Background: an optimization exercise with open tools, aiming at small area and a short achievable clock period. Do not read the settings as production practice. Function was checked by simulation only, so behaviour that the tests miss may differ from the original. Power is estimated from default activity; no workload was simulated.

==> design.v <==
module frame_writer #(
  parameter int ROWS = 10,
  parameter int COLS = 20,
  parameter int DW   = 12,
  parameter int AW   = 10
)(
  input  logic          clk,
  input  logic          rst_n,
  input  logic          start,
  input  logic          in_valid,
  output logic          in_ready,
  input  logic [DW-1:0] in_data,
  input  logic [AW-1:0] rd_x,
  input  logic [AW-1:0] rd_y,
  output logic [DW-1:0] rd_data,
  output logic [AW-1:0] wr_x,
  output logic [AW-1:0] wr_y,
  output logic          busy,
  output logic          done
);
  localparam int XW = ROWS > 1 ? $clog2(ROWS) : 1;
  localparam int YW = COLS > 1 ? $clog2(COLS) : 1;
  logic          busy_q, done_q;
  logic [XW-1:0] x_q;
  logic [YW-1:0] y_q;
  logic          accept, last_col, last_row;
  assign busy     = busy_q;
  assign in_ready = busy_q;
  assign done     = done_q;
  assign wr_x     = AW'(x_q);
  assign wr_y     = AW'(y_q);
  assign accept   = in_valid && busy_q;
  assign last_col = y_q == YW'(COLS - 1);
  assign last_row = x_q == XW'(ROWS - 1);
  always_ff @(posedge clk or negedge rst_n)
    if (!rst_n) begin
      busy_q <= 1'b0;
      done_q <= 1'b0;
      x_q    <= '0;
      y_q    <= '0;
    end else begin
      done_q <= accept && last_col && last_row;
      if (busy_q) begin
        if (accept) begin
          if (last_col && last_row) busy_q <= 1'b0;
          y_q <= last_col ? '0 : y_q + 1'b1;
          if (last_col) x_q <= last_row ? '0 : x_q + 1'b1;
        end
      end else if (!done_q && start) begin
        busy_q <= 1'b1;
      end
    end
  logic [ROWS-1:0] wrow;
  logic [COLS-1:0] wcol;
  always_comb begin
    for (int x = 0; x < ROWS; x++) wrow[x] = accept && x_q == XW'(x);
    for (int y = 0; y < COLS; y++) wcol[y] = y_q == YW'(y);
  end
  logic [ROWS*COLS-1:0][DW-1:0] pix;
  for (genvar x = 0; x < ROWS; x++) begin : g_row
    for (genvar y = 0; y < COLS; y++) begin : g_col
      always_ff @(posedge clk)
        if (wrow[x] && wcol[y]) pix[x*COLS+y] <= in_data;
    end
  end
  logic [ROWS-1:0] rrow;
  logic [COLS-1:0] rcol;
  logic [ROWS*COLS-1:0] rsel;
  logic rd_ok;
  always_comb begin
    for (int x = 0; x < ROWS; x++) rrow[x] = rd_x[XW-1:0] == XW'(x);
    for (int y = 0; y < COLS; y++) rcol[y] = rd_y[YW-1:0] == YW'(y);
    for (int i = 0; i < ROWS*COLS; i++) rsel[i] = rrow[i / COLS] && rcol[i % COLS];
  end
  assign rd_ok = {1'b0, rd_x} < (AW+1)'(ROWS) && {1'b0, rd_y} < (AW+1)'(COLS);
  for (genvar b = 0; b < DW; b++) begin : g_bit
    logic [ROWS*COLS-1:0] col;
    for (genvar i = 0; i < ROWS*COLS; i++) begin : g_i
      assign col[i] = pix[i][b];
    end
    fw_andor u_sel (.d(col), .s(rsel), .ok(rd_ok), .y(rd_data[b]));
  end
endmodule
module fw_andor (
  input  logic [199:0] d,
  input  logic [199:0] s,
  input  logic         ok,
  output logic         y
);
  logic [66:0] l0;
  for (genvar g = 0; g < 66; g++) begin : g_leaf
    fw_aoi222 u (.a(d[3*g]), .b(s[3*g]), .c(d[3*g+1]), .d(s[3*g+1]), .e(d[3*g+2]), .f(s[3*g+2]), .y(l0[g]));
  end
  fw_aoi22 u_leaf_last (.a(d[198]), .b(s[198]), .c(d[199]), .d(s[199]), .y(l0[66]));
  logic [16:0] l1;
  fw_nand4 u_l1_0 (.a(l0[0]), .b(l0[1]), .c(l0[2]), .d(l0[3]), .y(l1[0]));
  fw_nand4 u_l1_1 (.a(l0[4]), .b(l0[5]), .c(l0[6]), .d(l0[7]), .y(l1[1]));
  fw_nand4 u_l1_2 (.a(l0[8]), .b(l0[9]), .c(l0[10]), .d(l0[11]), .y(l1[2]));
  fw_nand4 u_l1_3 (.a(l0[12]), .b(l0[13]), .c(l0[14]), .d(l0[15]), .y(l1[3]));
  fw_nand4 u_l1_4 (.a(l0[16]), .b(l0[17]), .c(l0[18]), .d(l0[19]), .y(l1[4]));
  fw_nand4 u_l1_5 (.a(l0[20]), .b(l0[21]), .c(l0[22]), .d(l0[23]), .y(l1[5]));
  fw_nand4 u_l1_6 (.a(l0[24]), .b(l0[25]), .c(l0[26]), .d(l0[27]), .y(l1[6]));
  fw_nand4 u_l1_7 (.a(l0[28]), .b(l0[29]), .c(l0[30]), .d(l0[31]), .y(l1[7]));
  fw_nand4 u_l1_8 (.a(l0[32]), .b(l0[33]), .c(l0[34]), .d(l0[35]), .y(l1[8]));
  fw_nand4 u_l1_9 (.a(l0[36]), .b(l0[37]), .c(l0[38]), .d(l0[39]), .y(l1[9]));
  fw_nand4 u_l1_10 (.a(l0[40]), .b(l0[41]), .c(l0[42]), .d(l0[43]), .y(l1[10]));
  fw_nand4 u_l1_11 (.a(l0[44]), .b(l0[45]), .c(l0[46]), .d(l0[47]), .y(l1[11]));
  fw_nand4 u_l1_12 (.a(l0[48]), .b(l0[49]), .c(l0[50]), .d(l0[51]), .y(l1[12]));
  fw_nand4 u_l1_13 (.a(l0[52]), .b(l0[53]), .c(l0[54]), .d(l0[55]), .y(l1[13]));
  fw_nand4 u_l1_14 (.a(l0[56]), .b(l0[57]), .c(l0[58]), .d(l0[59]), .y(l1[14]));
  fw_nand4 u_l1_15 (.a(l0[60]), .b(l0[61]), .c(l0[62]), .d(l0[63]), .y(l1[15]));
  fw_nand3 u_l1_16 (.a(l0[64]), .b(l0[65]), .c(l0[66]), .y(l1[16]));
  logic [8:0] l2;
  fw_nor2 u_l2_0 (.a(l1[0]), .b(l1[1]), .y(l2[0]));
  fw_nor2 u_l2_1 (.a(l1[2]), .b(l1[3]), .y(l2[1]));
  fw_nor2 u_l2_2 (.a(l1[4]), .b(l1[5]), .y(l2[2]));
  fw_nor2 u_l2_3 (.a(l1[6]), .b(l1[7]), .y(l2[3]));
  fw_nor2 u_l2_4 (.a(l1[8]), .b(l1[9]), .y(l2[4]));
  fw_nor2 u_l2_5 (.a(l1[10]), .b(l1[11]), .y(l2[5]));
  fw_nor2 u_l2_6 (.a(l1[12]), .b(l1[13]), .y(l2[6]));
  fw_nor2 u_l2_7 (.a(l1[14]), .b(l1[15]), .y(l2[7]));
  fw_inv u_l2_8 (.a(l1[16]), .y(l2[8]));
  logic [2:0] l3;
  fw_nand3 u_l3_0 (.a(l2[0]), .b(l2[1]), .c(l2[2]), .y(l3[0]));
  fw_nand3 u_l3_1 (.a(l2[3]), .b(l2[4]), .c(l2[5]), .y(l3[1]));
  fw_nand3 u_l3_2 (.a(l2[6]), .b(l2[7]), .c(l2[8]), .y(l3[2]));
  logic [0:0] l4;
  fw_nor3 u_l4_0 (.a(l3[0]), .b(l3[1]), .c(l3[2]), .y(l4[0]));
  logic ok_n;
  assign ok_n = ~ok;
  fw_nor2 u_out (.a(l4[0]), .b(ok_n), .y(y));
endmodule
module fw_aoi222 (input logic a, b, c, d, e, f, output logic y);
  assign y = ~((a & b) | (c & d) | (e & f));
endmodule
module fw_aoi22 (input logic a, b, c, d, output logic y);
  assign y = ~((a & b) | (c & d));
endmodule
module fw_inv (input logic a, output logic y);
  assign y = ~a;
endmodule
module fw_nand2 (input logic a, b, output logic y);
  assign y = ~(a & b);
endmodule
module fw_nand3 (input logic a, b, c, output logic y);
  assign y = ~(a & b & c);
endmodule
module fw_nand4 (input logic a, b, c, d, output logic y);
  assign y = ~(a & b & c & d);
endmodule
module fw_nor2 (input logic a, b, output logic y);
  assign y = ~(a | b);
endmodule
module fw_nor3 (input logic a, b, c, output logic y);
  assign y = ~(a | b | c);
endmodule
module fw_nor4 (input logic a, b, c, d, output logic y);
  assign y = ~(a | b | c | d);
endmodule
==> run.sh <==
#!/bin/bash
# synth_recipe.tcl (not shown) runs the flow's synth.tcl, then flattens the netlist and writes it again
# the make line also repeats each setting of config.mk as NAME=value (left out here)
make -C /OpenROAD-flow-scripts/flow DESIGN_CONFIG=/design/flow/config.mk WORK_HOME=/design/flow/orfs CLKGATE_MAP_FILE= SYNTH_SCRIPT=/design/flow/synth_recipe.tcl finish
==> config.mk <==
export PLATFORM = sky130hd
export DESIGN_NAME = frame_writer
export DESIGN_NICKNAME = frame_writer
export VERILOG_FILES = /design/flow/design.v
export SDC_FILE = /design/flow/constraint.sdc
export NUM_CORES = 4
export LEC_CHECK = 0
export CAP_MARGIN = 20
export CORE_MARGIN = 2
export CORE_UTILIZATION = 50
export CTS_CLUSTER_DIAMETER = 80
export CTS_CLUSTER_SIZE = 22
export PLACE_DENSITY = 0.65
export SETUP_SLACK_MARGIN = 4.5
export SLEW_MARGIN = 20
export SYNTH_HIERARCHICAL = 1
export SYNTH_MINIMUM_KEEP_SIZE = 0
==> constraint.sdc <==
create_clock -name core_clock -period 10.0 [get_ports {clk}]
set_input_delay 2.0000 -clock core_clock [delete_from_list [all_inputs] [get_ports {clk}]]
set_output_delay 2.0000 -clock core_clock [all_outputs]
set_load 0.01 [all_outputs]
==> flow_metrics.py <==
metrics = {
    "status": {
        "status": "finished clean",
    },
    "global_routing": {
        "grt_pass1_vias": 46480,
        "grt_max_degree": 139,
        "grt_overflow_total": 0,
        "grt_pass1_wl_um": 346000,
        "antenna_found_initial": 1,
        "grt.total_usage_pct": 28.00,
    },
    "logic_synthesis": {
        "ys.flop_type": "edfxtp_1",
        "async_reset_ff_share_pct": 0.4562,
        "synth.distinct_cells": 45,
        "avgSynthCellArea_um2": 20.27,
        "ys_warn_count": 7,
        "synth_edf_count": 2400,
        "netlist_instances": 4199,
        "ys_ff_latch": 2411,
        "netlist_area_um2": 85120,
        "ys_seq_area_share_pct": 84.99,
    },
    "timing": {
        "fmax_ghz": 0.1425,
        "layout_min_cycle_time_ps": 7018,
        "setup_violations": 0,
        "tightest_slew_ps": 1183,
        "slew_viol_final": 0,
        "setup_tns_ps": 0,
        "rsz0062_at_grt": "true",
        "max_slew_margin_pct": 21.14,
        "hold_violations": 0,
        "skew_ps": 41.85,
        "timing.final.crit_share_pct": 70.18,
    },
    "finish": {
        "layout_common_cells": "edfxtp_1 (2400), a222oi_1 (792), buf_4 (285), nor2_2 (228), nor2_1 (219)",
        "fillers": 12370,
        "drive_gt1_share_pct": 20.42,
        "final_core_util_pct": 57.60,
        "layout_commonest_cell": "edfxtp_1",
        "fin_cells": 6973,
        "antenna_cells": 0,
        "area_delta_synth_final_pct": 14.55,
        "fin_nets": 4761,
        "final_area_um2": 97500,
    },
    "setup_path": {
        "cp-end-kind": "output port",
        "cpPeakStageDelay_ps": 730,
        "cp_cell_sequence": "buf_12 -> nor2b_4 -> nand4b_1 -> buf_6 -> buf_8 -> nor2_4 -> buf_6 -> a222oi_1 -> nand4_1 -> nor2_2 -> nand3_4 -> nor3_4 -> nor2_2 -> buf_4 -> buf_6",
        "cp_top_family": "simple AND/OR/NAND/NOR gates",
        "slowest_stage": "a222oi_1",
        "required_ps": 8000,
        "worstPathArrival_ps": 5020,
        "cp_max_fo": 8,
        "path_buf_inv": 6,
        "path_class": "primary input to output port",
        "critPathLaunchType": "primary input",
        "critPathMostFrequentCell": "buf_6",
    },
    "clock_network": {
        "cts_buffer_depth": 3,
        "cts_tree": "done",
        "cts_buffers": 130,
        "cts_root_buf": "clkbuf_16",
        "cts.sinks": 2411,
        "cts_hold_buf": 0,
        "clk_pin_slew_ps": 90,
        "htreeDepth": 4,
        "clock_latency_ps": 810,
    },
    "power": {
        "switchingPower_mw": 3.721,
        "p_leak_nw": 29.86,
        "powerDensity_nw_per_um2": 180.0,
        "seq_power_share_pct": 63.4,
        "internal-power_mw": 13.83,
        "clkPwrFrac_pct": 32.5,
        "p_comb_share_pct": 4.1,
        "report.power.total_mw": 17.56,
        "ir_drop_uv": 166.4,
        "switching_share_pct": 21.19,
    },
    "place": {
        "port_buffers": 59,
        "dp_hpwl_um": 150000,
        "placed_cell_area_um2": 90090,
        "dp_cells": 6653,
        "place_congestion": 0.9033,
    },
    "run": {
        "maxCapViolCount": 0,
    },
    "floorplanning": {
        "ios": 71,
        "die_w_um": 416.6,
        "initial_core_util_pct": 50.28,
        "die-area_um2": 173600,
        "die_h_um": 416.6,
        "core_area_um2": 169300,
        "fp-row-count": 151,
    },
    "detailed_routing": {
        "antenna_left": 0,
        "drt_wl_total_um": 248100,
        "vias": 48980,
        "drt-pass1-iter-count": 14,
        "viasPerCell": 7.024,
        "drc_errors": 0,
        "drtIter0Drc": 10600,
        "routedWlPerCell_um": 35.58,
    },
    "min_path": {
        "hold_class": "flip-flop to flip-flop",
    },
}
synth_stat cells (all sizes together) (5+ instances only):
library cell  instances  area share (%)
edfxtp             2400              85
ha                    5           0.073
o21ai                 5           0.029
nand2                45            0.21
dfrtp                11            0.32
nor2b                17            0.12
a22oi                12            0.18
nor2                516             2.3
inv                  29            0.13
a222oi              792             9.3
nand3                63            0.37
nand4               196             1.4
clkbuf               40            0.18
buf                  22            0.18
nor3                 13            0.15
cell families (layout without fill, tap and decap cells):
family | Yosys count | in the layout | share of synthesized area [%]
DFF | 2411 | 2411 | 84.99
adders and majority gates | 5 | 5 | 0.07350
AOI/OAI and AO/OA | 815 | 815 | 9.575
and+or+nand+nor | 871 | 871 | 4.820
buffers and inverters | 92 | 638 | 0.4924
xor gates and xnor gates | 3 | 3 | 0.03087
other | 1 | 11 | 0.004406
muxes | 1 | 1 | 0.01176
registers in the layout, indices dropped and copies added (netlist names):
name    count
busy_q      1
done_q      1
pix      2400
x_q         4
y_q         5
power groups by stage:
| stage | Combinational [mW] | Clock (mW) | Sequential [mW] |
|---|---|---|---|
| after floorplan | 0.142 | 0 | 11.4 |
| after global placement | 0.609 | 0 | 11.4 |
| after detailed placement | 0.622 | 0 | 11.4 |
| after CTS | 0.680 | 5.73 | 11.1 |
| after global routing | 0.724 | 6.06 | 11.1 |
| final | 0.719 | 5.70 | 11.1 |
layout make-up:
type,count,area (um^2),share of cell area [%]
clock buffer,147,3445,3.533
clock inverter,20,315.3,0.3234
sequential,2411,72340,74.20
timing repair buffer,441,4305,4.416
tap,2218,2775,2.846
inverter,30,112.6,0.1155
multi-input combinational,1706,14210,14.57
what timing repair did:
action,4_1_cts,5_1_grt
endpoints found under the setup margin,12,12
pin swaps,208,103
gates resized for setup,526,69
setup buffers,112,24
gates cloned,6,1
Yosys stat by module, one instance, submodules excluded, excerpt:
| module | copies in the design | area (um^2) |
|---|---|---|
| fw_aoi222 | 792 | 10.01 |
| fw_aoi22 | 12 | 12.51 |
| fw_nand4 | 192 | 6.256 |
| fw_nor3 | 12 | 10.01 |
| fw_andor | 12 | 3.754 |
| fw_nand3 | 48 | 5.005 |
| fw_inv | 12 | 3.754 |
final timing paths:
kind | depth (start not counted) | end | slack, ps | start
min in group asynchronous | 1 | done_q | 1530 | rst_n
max in group asynchronous | 1 | y_q[1] | 8100 | rst_n
hold reg to reg | 1 | x_q[0] | 590 | x_q[0]
setup reg to reg | 4 | pix[1606] | 6240 | y_q[2]
setup / recovery | 15 | rd_data[1] | 2980 | rd_y[1]
hold / removal | 1 | x_q[0] | 590 | x_q[0]
routing by layer:
layer  track usage, %  up-vias  routed length [um]
li1                 -    19840                   -
met2            44.67     3461              120000
met5                0        -                  13
met3            5.516      533               28440
met1            37.31    25140               87540
met4            13.26        2               12080
per-stage QoR:
step,hold WS (ps),setup WS [ps]
2_1_floorplan,589.3,4202
3_3_place_gp,576.3,857.8
3_5_place_dp,586.7,811.8
4_1_cts,597.8,3059
5_1_grt,631.4,3016
6_report,593.9,2982

[what the ideal ports hide]
The results above use ideal ports. As a check the final layout listed here was re-extracted and re-timed, cells and wires unchanged.
Step 1 assumes that a clkbuf_16 drives the clock port and a buf_2 every other input.
Step 2, shift: input delay + t, output delay - t, t = (earliest + latest rising clock arrival at the registers) / 2. This alone moves slack from input paths to output paths.
Slacks: ideal / step 1 / step 2; pairs: ideal / step 1.
t, ns: 0.881
setup slack, ns: 2.982 / 2.912 / 2.912
hold WS [ns]: 0.594 / 0.594 / 0.594
worst data-port slew with drivers (ns): 0.19
cell pins on the clock port's net: 1
After both steps setup and hold are still met in this run. For this run, drivers alone change the setup slack by -0.070 ns; drivers and shift together by -0.070 ns.
